Background: an optimization exercise with open tools, aiming at small area, a short achievable clock period and few clock cycles per item. Do not read the settings as production practice. Function was checked by simulation only, so behaviour that the tests miss may differ from the original.

`design/flow/run.sh`:
```
#!/bin/bash
# synth_recipe.tcl (not shown) runs the flow's synth.tcl, then flattens the netlist and writes it again
# the make line also repeats each setting of config.mk as NAME=value (left out here)
make -C /OpenROAD-flow-scripts/flow DESIGN_CONFIG=/design/flow/config.mk WORK_HOME=/design/flow/orfs CLKGATE_MAP_FILE= SYNTH_SCRIPT=/design/flow/synth_recipe.tcl finish
```
`design/flow/config.mk`:
```
export PLATFORM = sky130hd
export DESIGN_NAME = complex_arithmetic_unit
export DESIGN_NICKNAME = complex_arithmetic_unit
export VERILOG_FILES = /design/flow/design.v
export SDC_FILE = /design/flow/constraint.sdc
export NUM_CORES = 4
export LEC_CHECK = 0
export CAP_MARGIN = 20
export CORE_MARGIN = 2
export CORE_UTILIZATION = 40
export SLEW_MARGIN = 20
```
`design/flow/constraint.sdc`:
```
create_clock -name core_clock -period 10.0 [get_ports {clock}]
set_input_delay 2.0000 -clock core_clock [delete_from_list [all_inputs] [get_ports {clock}]]
set_output_delay 2.0000 -clock core_clock [all_outputs]
set_load 0.01 [all_outputs]
```
`design/flow/design.v`:
```
package cau_pkg;
   localparam int WORD_BITS_DEF = 32;
   localparam int FRAC_BITS_DEF = 16;
   localparam int FIELD_BITS    = 32;
   localparam int OP_BITS       = 3;
   localparam int STATUS_BITS   = 2;
   localparam int ANG_FRAC      = 24;
   localparam int CORDIC_STEPS  = 28;
   localparam int NORM_EXP      = 40;
   localparam longint DEG90     = 64'd90 << ANG_FRAC;
   localparam logic [OP_BITS-1:0] OP_ADD   = 3'd0;
   localparam logic [OP_BITS-1:0] OP_SUB   = 3'd1;
   localparam logic [OP_BITS-1:0] OP_MUL   = 3'd2;
   localparam logic [OP_BITS-1:0] OP_DIV   = 3'd3;
   localparam logic [OP_BITS-1:0] OP_POLAR = 3'd4;
   localparam logic [STATUS_BITS-1:0] ST_OK   = 2'd0;
   localparam logic [STATUS_BITS-1:0] ST_DIV0 = 2'd1;
   localparam logic [STATUS_BITS-1:0] ST_SAT  = 2'd2;
   typedef enum logic [3:0] {
      S_IDLE,
      S_LOAD,
      S_MULT,
      S_POST,
      S_DIVIDE,
      S_DFIN,
      S_SQRT,
      S_SFIN,
      S_NORM,
      S_ROTATE,
      S_AFIN,
      S_DONE
   } state_type;
   function automatic logic [29:0] atan_deg(input logic [4:0] idx);
      case (idx)
         5'd0:  atan_deg = 30'd754974720;
         5'd1:  atan_deg = 30'd445687602;
         5'd2:  atan_deg = 30'd235489088;
         5'd3:  atan_deg = 30'd119537938;
         5'd4:  atan_deg = 30'd60000934;
         5'd5:  atan_deg = 30'd30029717;
         5'd6:  atan_deg = 30'd15018523;
         5'd7:  atan_deg = 30'd7509720;
         5'd8:  atan_deg = 30'd3754917;
         5'd9:  atan_deg = 30'd1877466;
         5'd10: atan_deg = 30'd938734;
         5'd11: atan_deg = 30'd469367;
         5'd12: atan_deg = 30'd234684;
         5'd13: atan_deg = 30'd117342;
         5'd14: atan_deg = 30'd58671;
         5'd15: atan_deg = 30'd29335;
         5'd16: atan_deg = 30'd14668;
         5'd17: atan_deg = 30'd7334;
         5'd18: atan_deg = 30'd3667;
         5'd19: atan_deg = 30'd1833;
         5'd20: atan_deg = 30'd917;
         5'd21: atan_deg = 30'd458;
         5'd22: atan_deg = 30'd229;
         5'd23: atan_deg = 30'd115;
         5'd24: atan_deg = 30'd57;
         5'd25: atan_deg = 30'd29;
         5'd26: atan_deg = 30'd14;
         5'd27: atan_deg = 30'd7;
         default: atan_deg = 30'd0;
      endcase
   endfunction
endpackage
module complex_arithmetic_unit #(
   parameter int WORD_BITS = cau_pkg::WORD_BITS_DEF,
   parameter int FRAC_BITS = cau_pkg::FRAC_BITS_DEF
) (
   input logic       clock,
   input logic       reset,
   input  logic                                  req_valid,
   output logic                                  req_ready,
   input  logic [cau_pkg::OP_BITS-1:0]           req_op,
   input  logic                                  req_use_acc,
   input  logic signed [cau_pkg::FIELD_BITS-1:0] req_a_re,
   input  logic signed [cau_pkg::FIELD_BITS-1:0] req_a_im,
   input  logic signed [cau_pkg::FIELD_BITS-1:0] req_b_re,
   input  logic signed [cau_pkg::FIELD_BITS-1:0] req_b_im,
   output logic                                  rsp_valid,
   input  logic                                  rsp_ready,
   output logic signed [cau_pkg::FIELD_BITS-1:0] rsp_res_re,
   output logic signed [cau_pkg::FIELD_BITS-1:0] rsp_res_im,
   output logic [cau_pkg::STATUS_BITS-1:0]       rsp_status
);
   localparam int HW = 40;
   localparam int CW = 46;
   localparam int ZW = 34;
   localparam logic signed [CW-1:0] LIM40 = CW'(64'd1 << 40);
   localparam logic signed [CW-1:0] LIM33 = CW'(64'd1 << 33);
   localparam logic signed [ZW-1:0] Z90   = ZW'(cau_pkg::DEG90);
   localparam logic [2:0] S_IDLE = 3'd0;
   localparam logic [2:0] S_M1   = 3'd1;
   localparam logic [2:0] S_M2   = 3'd2;
   localparam logic [2:0] S_TR   = 3'd3;
   localparam logic [2:0] S_IT   = 3'd4;
   localparam logic [2:0] S_FIN  = 3'd5;
   localparam logic [1:0] I_IDLE = 2'd0;
   localparam logic [1:0] I_F1   = 2'd1;
   localparam logic [1:0] I_IT   = 2'd2;
   localparam logic [1:0] C_IDLE = 2'd0;
   localparam logic [1:0] C_INIT = 2'd1;
   localparam logic [1:0] C_NORM = 2'd2;
   localparam logic [1:0] C_ROT  = 2'd3;
   function automatic logic [2:0] benc(input logic [2:0] w);
      benc[0] = w[1] ^ w[0];
      benc[1] = (w[2] & ~w[1] & ~w[0]) | (~w[2] & w[1] & w[0]);
      benc[2] = w[2];
   endfunction
   function automatic logic [5:0] bchunk(input logic [31:0] b, input logic [2:0] j);
      logic [4:0] c;
      case (j)
         3'd0: c = {b[3:0], 1'b0};
         3'd1: c = b[7:3];
         3'd2: c = b[11:7];
         3'd3: c = b[15:11];
         3'd4: c = b[19:15];
         3'd5: c = b[23:19];
         3'd6: c = b[27:23];
         default: c = b[31:27];
      endcase
      bchunk = {benc(c[4:2]), benc(c[2:0])};
   endfunction
   function automatic logic [HW-1:0] brow(input logic [31:0] m, input logic [2:0] ctl,
                                          input logic sub);
      logic [HW-1:0] me, sel;
      me  = {{(HW - 32){m[31]}}, m};
      sel = ctl[0] ? me : (ctl[1] ? (me << 1) : '0);
      brow = (ctl[2] ^ sub) ? ~sel : sel;
   endfunction
   function automatic logic [HW-1:0] mstep(input logic [HW-1:0] h, input logic [31:0] m1,
                                           input logic [31:0] m2, input logic [5:0] c1,
                                           input logic [5:0] c2, input logic sub);
      logic [HW-1:0] r1, r2, r3, r4, cr;
      logic [HW-1:0] s1, k1, s2, k2, s3, k3, s4, k4;
      logic          n1, n2, n3, n4;
      n1 = c1[2];
      n2 = c1[5];
      n3 = c2[2] ^ sub;
      n4 = c2[5] ^ sub;
      r1 = brow(m1, c1[2:0], 1'b0);
      r2 = {brow(m1, c1[5:3], 1'b0), 2'b00} | HW'(n1);
      r3 = brow(m2, c2[2:0], sub);
      r4 = {brow(m2, c2[5:3], sub), 2'b00} | HW'(n3);
      cr = HW'({n2 & n4, n2 ^ n4, 2'b00});
      s1 = h ^ r1 ^ r2;
      k1 = ((h & r1) | (h & r2) | (r1 & r2)) << 1;
      s2 = r3 ^ r4 ^ cr;
      k2 = ((r3 & r4) | (r3 & cr) | (r4 & cr)) << 1;
      s3 = s1 ^ k1 ^ s2;
      k3 = ((s1 & k1) | (s1 & s2) | (k1 & s2)) << 1;
      s4 = s3 ^ k3 ^ k2;
      k4 = ((s3 & k3) | (s3 & k2) | (k3 & k2)) << 1;
      mstep = s4 + k4;
   endfunction
   function automatic logic [32:0] mfin(input logic [HW-1:0] h, input logic [31:0] l);
      logic [HW+15:0] u;
      logic           c, sp, sn;
      u  = {h, l[31:16]};
      c  = (l[15:0] == 16'hffff) & ~h[HW-1];
      sp = ~h[HW-1] & ((u[HW+15:31] != '0) | ((u[30:0] == '1) & c));
      sn = h[HW-1] & (u[HW+15:31] != '1);
      if (sp) mfin = {1'b1, 32'h7fffffff};
      else if (sn) mfin = {1'b1, 32'h80000000};
      else mfin = {1'b0, u[31:0] + 32'(c)};
   endfunction
   function automatic logic [32:0] dfin(input logic [32:0] y, input logic neg,
                                        input logic ovf);
      logic [31:0] q;
      logic        r, sp, sn;
      q  = y[32:1];
      r  = y[0];
      sp = ~neg & (q[31] | ((q == 32'h7fffffff) & r));
      sn = neg & ((q[31] & (q[30:0] != '0)) | ((q == 32'h80000000) & r));
      if (ovf | sp | sn) dfin = {1'b1, neg ? 32'h80000000 : 32'h7fffffff};
      else dfin = {1'b0, (q ^ {32{neg}}) + 32'(r ^ neg)};
   endfunction
   function automatic logic [32:0] sat_add(input logic signed [32:0] v);
      if (v[32] != v[31]) sat_add = {1'b1, v[32] ? 32'h80000000 : 32'h7fffffff};
      else sat_add = {1'b0, v[31:0]};
   endfunction
   logic [2:0]  st_ff, st_in;
   logic [5:0]  cnt_ff;
   logic [2:0]  op_ff;
   logic        dz_ff;
   logic [31:0] ar_ff, ai_ff, br_ff, bi_ff;
   logic [31:0] acc_re_ff, acc_im_ff;
   logic        rsp_valid_ff;
   logic [31:0] rsp_re_ff, rsp_im_ff;
   logic [1:0]  rsp_st_ff;
   logic [5:0]  bc1_ff, bc2_ff;
   logic [63:0] xr_ff, xi_ff, d_ff;
   logic [32:0] yr_ff, yi_ff;
   logic        negr_ff, negi_ff, ovfr_ff, ovfi_ff;
   logic [1:0]  ist_ff;
   logic [5:0]  icnt_ff;
   logic [1:0]  cst_ff;
   logic [4:0]  ccnt_ff;
   logic signed [CW-1:0] cx_ff, cy_ff;
   logic signed [ZW-1:0] cz_ff;
   logic        is_mul, is_div, is_pol, is_add, is_sub;
   logic        c_done, fin, done_fire, req_fire, upd_acc;
   logic [31:0] new_acc_re, new_acc_im, accf_re, accf_im, asrc_re, asrc_im, bld_re, bld_im;
   logic        in_pol, in_div, in_long, in_dz;
   logic [32:0] res_re, res_im;
   logic [1:0]  res_st;
   logic [32:0] as_re, as_im, mf_re, mf_im, df_re, df_im, sq_fin;
   logic [31:0] ang;
   assign is_mul = op_ff == cau_pkg::OP_MUL;
   assign is_div = op_ff == cau_pkg::OP_DIV;
   assign is_pol = op_ff == cau_pkg::OP_POLAR;
   assign is_add = op_ff == cau_pkg::OP_ADD;
   assign is_sub = op_ff == cau_pkg::OP_SUB;
   assign c_done    = cst_ff == C_IDLE;
   assign fin       = (st_ff == S_FIN) && c_done;
   assign req_ready = (st_ff == S_IDLE) || (fin && !rsp_valid_ff);
   assign req_fire  = req_valid && req_ready;
   assign done_fire = fin && (!rsp_valid_ff || rsp_ready);
   assign rsp_valid  = rsp_valid_ff;
   assign rsp_res_re = rsp_re_ff;
   assign rsp_res_im = rsp_im_ff;
   assign rsp_status = rsp_st_ff;
   logic signed [32:0] sum_re, sum_im;
   logic [36:0] zr;
   logic [32:0] smag;
   always_comb begin
      if (is_sub) begin
         sum_re = $signed({ar_ff[31], ar_ff}) - $signed({br_ff[31], br_ff});
         sum_im = $signed({ai_ff[31], ai_ff}) - $signed({bi_ff[31], bi_ff});
      end else begin
         sum_re = $signed({ar_ff[31], ar_ff}) + $signed({br_ff[31], br_ff});
         sum_im = $signed({ai_ff[31], ai_ff}) + $signed({bi_ff[31], bi_ff});
      end
      as_re = sat_add(sum_re);
      as_im = sat_add(sum_im);
      mf_re = mfin(xr_ff[HW-1:0], yr_ff[31:0]);
      mf_im = mfin(xi_ff[HW-1:0], yi_ff[31:0]);
      df_re = dfin(yr_ff, negr_ff, ovfr_ff);
      df_im = dfin(yi_ff, negi_ff, ovfi_ff);
      smag  = {1'b0, yr_ff[31:0]} + 33'(d_ff[34:0] > {3'b000, yr_ff[31:0]});
      sq_fin = (smag[32] | smag[31]) ? {1'b1, 32'h7fffffff} : {1'b0, smag[31:0]};
      zr    = $signed({{3{cz_ff[ZW-1]}}, cz_ff} + 37'd127 + (cz_ff[ZW-1] ? 37'd0 : 37'd1)) >>> 8;
      ang   = zr[31:0];
      res_re = '0;
      res_im = '0;
      res_st = cau_pkg::ST_OK;
      upd_acc = 1'b0;
      new_acc_re = res_re[31:0];
      new_acc_im = res_im[31:0];
      case (op_ff)
         cau_pkg::OP_ADD, cau_pkg::OP_SUB: begin
            res_re = as_re;
            res_im = as_im;
            upd_acc = 1'b1;
         end
         cau_pkg::OP_MUL: begin
            res_re = mf_re;
            res_im = mf_im;
            upd_acc = 1'b1;
         end
         cau_pkg::OP_DIV: begin
            if (!dz_ff) begin
               res_re = df_re;
               res_im = df_im;
               upd_acc = 1'b1;
            end
         end
         cau_pkg::OP_POLAR: begin
            res_re = sq_fin;
            res_im = {1'b0, ang};
            upd_acc = 1'b1;
         end
         default: begin
            res_re = {1'b0, acc_re_ff};
            res_im = {1'b0, acc_im_ff};
         end
      endcase
      if (is_div && dz_ff) res_st = cau_pkg::ST_DIV0;
      else if (res_re[32] | res_im[32]) res_st = cau_pkg::ST_SAT;
      new_acc_re = is_pol ? ar_ff : res_re[31:0];
      new_acc_im = is_pol ? ai_ff : res_im[31:0];
   end
   always_comb begin
      accf_re = (st_ff == S_FIN && upd_acc) ? new_acc_re : acc_re_ff;
      accf_im = (st_ff == S_FIN && upd_acc) ? new_acc_im : acc_im_ff;
      asrc_re = req_use_acc ? accf_re : req_a_re;
      asrc_im = req_use_acc ? accf_im : req_a_im;
      in_pol  = req_op == cau_pkg::OP_POLAR;
      in_div  = req_op == cau_pkg::OP_DIV;
      in_dz   = (req_b_re == '0) && (req_b_im == '0);
      in_long = (req_op == cau_pkg::OP_MUL) || in_pol || (in_div && !in_dz);
      bld_re  = in_pol ? asrc_re : req_b_re;
      bld_im  = in_pol ? asrc_im : req_b_im;
   end
   always_comb begin
      st_in = st_ff;
      case (st_ff)
         S_M1: if (cnt_ff[2:0] == 3'd7) st_in = is_mul ? S_FIN : (is_div ? S_M2 : S_TR);
         S_M2: if (cnt_ff[2:0] == 3'd7) st_in = S_TR;
         S_TR: st_in = S_IT;
         S_IT: if (cnt_ff == (is_div ? 6'd33 : 6'd31)) st_in = S_FIN;
         S_FIN: if (done_fire) st_in = S_IDLE;
         default: st_in = S_IDLE;
      endcase
      if (req_fire) st_in = in_long ? S_M1 : S_FIN;
   end
   always_ff @(posedge clock) begin
      if (reset) begin
         st_ff        <= S_IDLE;
         rsp_valid_ff <= 1'b0;
         acc_re_ff    <= '0;
         acc_im_ff    <= '0;
      end else begin
         st_ff <= st_in;
         if (done_fire) begin
            rsp_valid_ff <= 1'b1;
            if (upd_acc) begin
               acc_re_ff <= new_acc_re;
               acc_im_ff <= new_acc_im;
            end
         end else if (rsp_ready) begin
            rsp_valid_ff <= 1'b0;
         end
      end
   end
   always_ff @(posedge clock) begin
      if (done_fire) begin
         rsp_re_ff <= res_re[31:0];
         rsp_im_ff <= res_im[31:0];
         rsp_st_ff <= res_st;
      end
   end
   always_ff @(posedge clock) begin
      if (req_fire) begin
         op_ff  <= req_op;
         dz_ff  <= in_dz;
         ar_ff  <= asrc_re;
         ai_ff  <= asrc_im;
         br_ff  <= bld_re;
         bi_ff  <= bld_im;
         cnt_ff <= '0;
         bc1_ff <= bchunk(bld_re, 3'd0);
         bc2_ff <= bchunk(bld_im, 3'd0);
      end else begin
         bc1_ff <= bchunk(br_ff, cnt_ff[2:0] + 3'd1);
         bc2_ff <= bchunk(bi_ff, cnt_ff[2:0] + 3'd1);
         if (st_ff == S_M1 || st_ff == S_M2 || st_ff == S_IT) cnt_ff <= cnt_ff + 6'd1;
         if (st_ff == S_TR || (st_ff == S_M1 && cnt_ff[2:0] == 3'd7)) cnt_ff <= '0;
      end
   end
   logic [HW-1:0] hr_n, hi_n;
   logic [31:0]   lr_n, li_n;
   logic [31:0]   m1r, m2r;
   logic [71:0]   vr, vi, vr_neg, vi_neg;
   logic [63:0]   magr, magi;
   logic [63:0]   r2r, r2i;
   logic [64:0]   dfr, dfi;
   logic [36:0]   sq_t, sq_d;
   logic [33:0]   sq_trial;
   logic          sq_ge;
   always_comb begin
      m1r  = (is_div && st_ff == S_M1) ? br_ff : ar_ff;
      m2r  = (is_div && st_ff == S_M1) ? bi_ff : ai_ff;
      hr_n = mstep(xr_ff[HW-1:0], m1r, m2r, bc1_ff, bc2_ff, is_mul);
      hi_n = mstep(xi_ff[HW-1:0], ai_ff, ar_ff, bc1_ff, bc2_ff, is_div);
      lr_n = {hr_n[3:0], yr_ff[31:4]};
      li_n = {hi_n[3:0], yi_ff[31:4]};
      vr   = {xr_ff[HW-1:0], yr_ff[31:0]};
      vi   = {xi_ff[HW-1:0], yi_ff[31:0]};
      vr_neg = -vr;
      vi_neg = -vi;
      magr = vr[71] ? vr_neg[63:0] : vr[63:0];
      magi = vi[71] ? vi_neg[63:0] : vi[63:0];
      r2r  = {xr_ff[62:0], yr_ff[32]};
      r2i  = {xi_ff[62:0], yi_ff[32]};
      dfr  = {1'b0, r2r} - {1'b0, d_ff};
      dfi  = {1'b0, r2i} - {1'b0, d_ff};
      sq_t = {d_ff[34:0], xr_ff[63:62]};
      sq_trial = {yr_ff[31:0], 2'b01};
      sq_d = sq_t - {3'b000, sq_trial};
      sq_ge = !sq_d[36];
   end
   always_ff @(posedge clock) begin
      if (req_fire) begin
         xr_ff[HW-1:0] <= (req_op == cau_pkg::OP_MUL) ? HW'(16'h7fff) : '0;
      end else begin
         case (st_ff)
            S_M1, S_M2: begin
               xr_ff[HW-1:0] <= (is_div && st_ff == S_M1 && cnt_ff[2:0] == 3'd7) ?
                                '0 : {{4{hr_n[HW-1]}}, hr_n[HW-1:4]};
               yr_ff[31:0]   <= lr_n;
            end
            S_TR: begin
               if (is_div) begin
                  xr_ff   <= {17'b0, magr[63:17]};
                  yr_ff   <= {magr[16:0], 16'b0};
                  negr_ff <= vr[71];
               end else begin
                  xr_ff <= vr[63:0];
                  yr_ff <= '0;
               end
            end
            S_IT: begin
               if (is_div) begin
                  xr_ff <= dfr[64] ? r2r : dfr[63:0];
                  yr_ff <= {yr_ff[31:0], !dfr[64]};
                  if (cnt_ff == '0) ovfr_ff <= !dfr[64];
               end else begin
                  xr_ff <= xr_ff << 2;
                  yr_ff <= {yr_ff[31:0], sq_ge};
               end
            end
            default: begin
            end
         endcase
      end
   end
   always_ff @(posedge clock) begin
      if (!req_fire) begin
         if (st_ff == S_M1 && is_div && cnt_ff[2:0] == 3'd7) d_ff <= {hr_n[35:0], yr_ff[31:4]};
         if (st_ff == S_TR && is_pol) d_ff <= '0;
         if (st_ff == S_IT && is_pol) d_ff <= {29'b0, sq_ge ? sq_d[34:0] : sq_t[34:0]};
      end
   end
   always_ff @(posedge clock) begin
      if (reset) begin
         ist_ff <= I_IDLE;
      end else begin
         if (req_fire) ist_ff <= I_IDLE;
         else if (st_ff == S_M1 && is_div && cnt_ff[2:0] == 3'd7) ist_ff <= I_F1;
         else if (ist_ff == I_F1) ist_ff <= I_IT;
         else if (ist_ff == I_IT && icnt_ff == 6'd33) ist_ff <= I_IDLE;
      end
   end
   always_ff @(posedge clock) begin
      if (req_fire) begin
         xi_ff[HW-1:0] <= (req_op == cau_pkg::OP_MUL) ? HW'(16'h7fff) : '0;
      end else if (st_ff == S_M1) begin
         xi_ff[HW-1:0] <= {{4{hi_n[HW-1]}}, hi_n[HW-1:4]};
         yi_ff[31:0]   <= li_n;
      end else if (ist_ff == I_F1) begin
         xi_ff   <= {17'b0, magi[63:17]};
         yi_ff   <= {magi[16:0], 16'b0};
         negi_ff <= vi[71];
         icnt_ff <= '0;
      end else if (ist_ff == I_IT) begin
         xi_ff   <= dfi[64] ? r2i : dfi[63:0];
         yi_ff   <= {yi_ff[31:0], !dfi[64]};
         if (icnt_ff == '0) ovfi_ff <= !dfi[64];
         icnt_ff <= icnt_ff + 6'd1;
      end
   end
   logic signed [CW-1:0] xa, ya, cdx, cdy;
   logic signed [ZW-1:0] atv;
   logic                 pt_zero, more, big8, ypos, yneg;
   always_comb begin
      xa      = CW'($signed(ar_ff));
      ya      = CW'($signed(ai_ff));
      pt_zero = (ar_ff == '0) && (ai_ff == '0);
      more    = (cx_ff < LIM40) && (cx_ff > -LIM40) && (cy_ff < LIM40) && (cy_ff > -LIM40);
      big8    = (cx_ff < LIM33) && (cx_ff > -LIM33) && (cy_ff < LIM33) && (cy_ff > -LIM33);
      cdx     = cy_ff >>> ccnt_ff;
      cdy     = cx_ff >>> ccnt_ff;
      atv     = signed'(ZW'(cau_pkg::atan_deg(ccnt_ff)));
      ypos    = !cy_ff[CW-1] && (cy_ff != '0);
      yneg    = cy_ff[CW-1];
   end
   always_ff @(posedge clock) begin
      if (reset) begin
         cst_ff <= C_IDLE;
      end else if (req_fire) begin
         cst_ff <= (req_op == cau_pkg::OP_POLAR) ? C_INIT : C_IDLE;
      end else begin
         case (cst_ff)
            C_INIT: cst_ff <= pt_zero ? C_IDLE : C_NORM;
            C_NORM: if (!more) cst_ff <= C_ROT;
            C_ROT: if (ccnt_ff == 5'd27) cst_ff <= C_IDLE;
            default: begin
            end
         endcase
      end
   end
   always_ff @(posedge clock) begin
      case (cst_ff)
         C_INIT: begin
            if (pt_zero) begin
               cz_ff <= '0;
            end else if (ar_ff[31]) begin
               if (!ai_ff[31]) begin
                  cx_ff <= ya;
                  cy_ff <= -xa;
                  cz_ff <= Z90;
               end else begin
                  cx_ff <= -ya;
                  cy_ff <= xa;
                  cz_ff <= -Z90;
               end
            end else begin
               cx_ff <= xa;
               cy_ff <= ya;
               cz_ff <= '0;
            end
         end
         C_NORM: begin
            if (big8) begin
               cx_ff <= cx_ff <<< 8;
               cy_ff <= cy_ff <<< 8;
            end else if (more) begin
               cx_ff <= cx_ff <<< 1;
               cy_ff <= cy_ff <<< 1;
            end
            ccnt_ff <= '0;
         end
         C_ROT: begin
            if (ypos) begin
               cx_ff <= cx_ff + cdx;
               cy_ff <= cy_ff - cdy;
               cz_ff <= cz_ff + atv;
            end else if (yneg) begin
               cx_ff <= cx_ff - cdx;
               cy_ff <= cy_ff + cdy;
               cz_ff <= cz_ff - atv;
            end
            ccnt_ff <= ccnt_ff + 5'd1;
         end
         default: begin
         end
      endcase
   end
endmodule
```
==> metrics.log <==
[metrics] status: finished clean
[metrics] share of the cycle needed by the critical path after routing: 0.941
[metrics] floorplan core area: around 230000 um^2
[metrics] Highest Clock Rate: between 100 and 150 MHz
[metrics] Post-Synthesis Cells: about 12k
[metrics] post-CTS clock slew at the launch and capture registers of the worst setup and hold paths: about 0.070 ns
[metrics] Total Negative Setup Slacks: 0 ns
[metrics] total gr overflow: 0
[metrics] number of buffers added by the clock tree synthesis step: between 90 and 100
[metrics] horizontal die dimension: 487 um
[metrics] cells along the critical path: nor2b_1 > nand2b_1 > nor2_4 > buf_4 > mux2_2 > a22oi_1 > xor2_1 > fa_1 > fa_1 > fa_1 > inv_1 > ha_1 > a21oi_1 > o21ai_0 > a221oi_1 > a2111oi_0 > o211ai_1 > a31oi_1 > o41ai_1 > o21ai_0 > o41ai_1 > xnor2_1 > o31ai_1
[metrics] starting density of the core: 0.402
[metrics] number of nets in the synthesized netlist: 12.8k
[metrics] Synth top area share: 0.191
[metrics] total of flip-flops plus latches after synthesis: between 700 and 800
[metrics] async set or reset register ratio after synthesis: 0
[metrics] yosys warns: 1
[metrics] worst-skew pair later-pin latency: 0.83 ns
[metrics] FF/Latch Area: approximately 20000 um^2
[metrics] library cells used by synthesis: approximately 110
[metrics] fin area: between 100000 and 150000 um^2
[metrics] Routability Congestion: 1.06
[metrics] slew at the pin closest to its max-slew limit: 1.31 ns
[metrics] deepest level of the CTS H-tree: 3
[metrics] worst slew margin relative to its limit: 0.129
[metrics] placed instance area: between 90000 and 100000 um^2
[metrics] number of DRC markers after the initial detailed-route iteration: around 13k
[metrics] clk sinks: a little over 700
[metrics] number of filler instances in the final layout: roughly 23k
[metrics] vias per cell: between 6 and 7
[metrics] CTS tree: yes
[metrics] average wire per standard cell: around 30 um
[metrics] fraction of final layout cells sized beyond drive strength 1: 0.0656
[metrics] area used by multi-input combinational logic: approximately 68000 um^2
[metrics] delay contributed by the slowest stage of the critical path: ~0.84 ns
[metrics] sequential cell area fraction in the yosys report: 0.217
[metrics] clock period minus worst slack: ~9.4 ns
[metrics] maximum number of pins on one net before global-route repair: around 140
[metrics] DIE AREA: around 240000 um^2
[metrics] most used flip-flop cell after synthesis: edfxtp_1
[metrics] critical path class: reg2reg
[metrics] MaxCap Viol Count: 0
[metrics] combined global-route utilization of all metal layers: 0.359
[metrics] top area cells in the synthesized netlist: edfxtp_1, ha_1, xnor2_1
[metrics] Die Y: roughly 490 um
[metrics] Vias: 96.8k
[metrics] Post-synth top cells: nand2_1, a21oi_1, o21ai_0, nor2_1, xnor2_1
[metrics] number of antenna violations at the first check in global routing: 34
[metrics] Ports: 204
[metrics] class of the tightest hold or removal check: reg2reg
[metrics] layout net count: 12.6k
[metrics] Final setup viols: 0
[metrics] number of hold-repair buffers added at the cts stage: 0
[metrics] number of global-route vias before repair: 89.9k
[metrics] final hold violation count: 0
[metrics] drt drc: 0
[metrics] total half-perimeter wirelength after legalization and detailed placement: ~340000 um
[metrics] post-CTS setup buffer count: 0
[metrics] IO buf count: between 200 and 250
[metrics] growth of design area from synthesis to finish: 8.83%
[metrics] cell with the largest stage delay on the worst path: a221oi_1
[metrics] cell type contributing the most total cell area after synthesis: edfxtp_1
[metrics] final WL: around 440000 um
[metrics] Mapped Avg Cell Area: 7.88 um^2
[metrics] Root Driver: clkbuf_16
[metrics] largest fanout of any net on the critical path: 48
[metrics] Gates resized, CTS repair: 0
[metrics] cell repeated most along the worst path: fa_1
[metrics] RSZ-0062 raised after global routing: false
[metrics] number of flops mapped to enable cells by yosys: between 500 and 600
[metrics] number of detailed-route iterations in the first pass: 9
[metrics] pins over their slew limit: 0
[metrics] count of nets left with antenna violations after detail routing: 0
[metrics] row count: approximately 180
[metrics] Crit path required time: ~11 ns
[metrics] Arrival @ worst endpoint: between 10 and 15 ns
[metrics] number of buffers on the longest clock path: 3
[metrics] Worst Skew: between 0.09 and 0.1 ns
[metrics] Cell Area, Synth: just over 90000 um^2
[metrics] element type at the critical path start: flip-flop
[metrics] wire length of the first global-routing pass: 634000 um
[metrics] category of the worst setup path capture point: flip-flop
[metrics] cell with the most instances after synthesis: nand2_1
layer usage:
layer	global-route usage	routed length (um)	vias up
met4	0.263	38800	14
met1	0.453	170000	46700
met5	0	85	-
met2	0.535	188000	6234
li1	-	-	42400
met3	0.0845	48000	1359
logic make-up after synthesis:
family	share of synthesized area
muxes	0.0568
AOI/OAI and AO/OA	0.254
xor gates and xnor gates	0.108
adders and majority gates	0.130
and+or+nand+nor	0.170
DFF	0.217
buffers and inverters	0.0631
path summary, 6_finish.rpt:
kind	slack, ns	startpoint	end	cells after the start
max	0.59	st_ff[0]$_SDFFE_PP0P_	xr_ff[34]$_SDFFCE_PP0P_	23
min	0.48	acc_re_ff[25]$_SDFFE_PP0P_	acc_re_ff[25]$_SDFFE_PP0P_	2
max reg2reg	0.59	st_ff[0]$_SDFFE_PP0P_	xr_ff[34]$_SDFFCE_PP0P_	23
min reg2reg	0.48	acc_re_ff[25]$_SDFFE_PP0P_	acc_re_ff[25]$_SDFFE_PP0P_	2
through the flow:
stage | setup slack (ns) | hold WS (ns) | instances | util
4_1_cts | 0.826 | 0.473 | 14700 | 0.437
5_1_grt | 0.180 | 0.492 | 14700 | 0.437
2_1_floorplan | 0.634 | 0.445 | 11900 | -
3_3_place_gp | 1.09 | 0.456 | 14600 | 0.423
6_report | 0.588 | 0.475 | 14700 | 0.438
3_5_place_dp | 0.871 | 0.464 | 14600 | 0.423
cells in the final DEF (no fill, tap or decap), types with 132 or more instances in the layout:
cell,instances
o22ai_1,139
edfxtp_1,596
a22oi_1,202
nor2_1,922
mux2i_1,208
o21ai_0,946
a21o_1,250
nor3_1,216
nand3_1,196
nand2_1,1308
o211ai_1,143
ha_1,582
a21oi_1,961
inv_1,712
a211oi_1,132
clkdlybuf4s50_1,201
buf_4,230
fa_1,238
xnor2_1,800
xor2_1,349
state kept, by name, indices dropped and copies added, names as in the netlist, 3 cells and up:
register and count:
ar_ff 32, ai_ff 32, br_ff 32, op_ff 3, cnt_ff 6, yr_ff 33, cx_ff 46, atv 30
ccnt_ff 5, rsp_re_ff 32, bc1_ff 6, acc_re_ff 32, d_ff 64, bi_ff 32, st_ff 3, rsp_im_ff 32
bc2_ff 6, xr_ff 64, acc_im_ff 32, cy_ff 46, yi_ff 33, r2i 63, icnt_ff 6, cz_ff 34
critical path: cells and delay by family (launching register included):
kind | cells | cell delay (ns)
AOI/OAI and AO/OA | 11 | 4.04
buffers and inverters | 2 | 0.67
xor gates and xnor gates | 2 | 0.32
and+or+nand+nor | 3 | 1.36
DFF | 1 | 0.43
muxes | 1 | 0.45
adders and majority gates | 4 | 1.86
cell type report:
class | instances | area share
Inverter | 743 | 0.0275
Multi-Input combinational cell | 9615 | 0.665
Antenna cell | 20 | 0.000492
Clock inverter | 49 | 0.00711
Clock buffer | 128 | 0.0259
Tap cell | 3043 | 0.0374
Timing Repair Buffer | 434 | 0.0372
Sequential cell | 716 | 0.200
Testbench counts, summed over its fixed seeds: cycles 59,812, items 3,200.

==> separate check: timing with driven ports <==
How much do the figures lean on ideal ports? The routed layout below was timed once more, with nothing changed but the port constraints. Step 1 assumes that a clkbuf_16 drives the clock port and a buf_2 every other input. Step 2 adds t to the input delays and takes it off the output delays; t is the mean of the earliest and latest rising clock arrival at the registers after step 1. Input paths then give back, and output paths get back, about the clock's delay inside the block. a / b / c = no drivers / after step 1 / after step 2; a / b = the first two.
t (ns): 0.895
setup slack, ns: 0.588 / 0.588 / 0.588
clock arrival spread, ns: 0.098 / 0.098
worst register clock-pin slew, ns: 0.07 / 0.07
pins driven straight from the clock port: 1
After both steps this run still meets setup and hold. For this run, drivers alone change the setup slack by 0.000 ns; drivers and shift together by 0.000 ns.
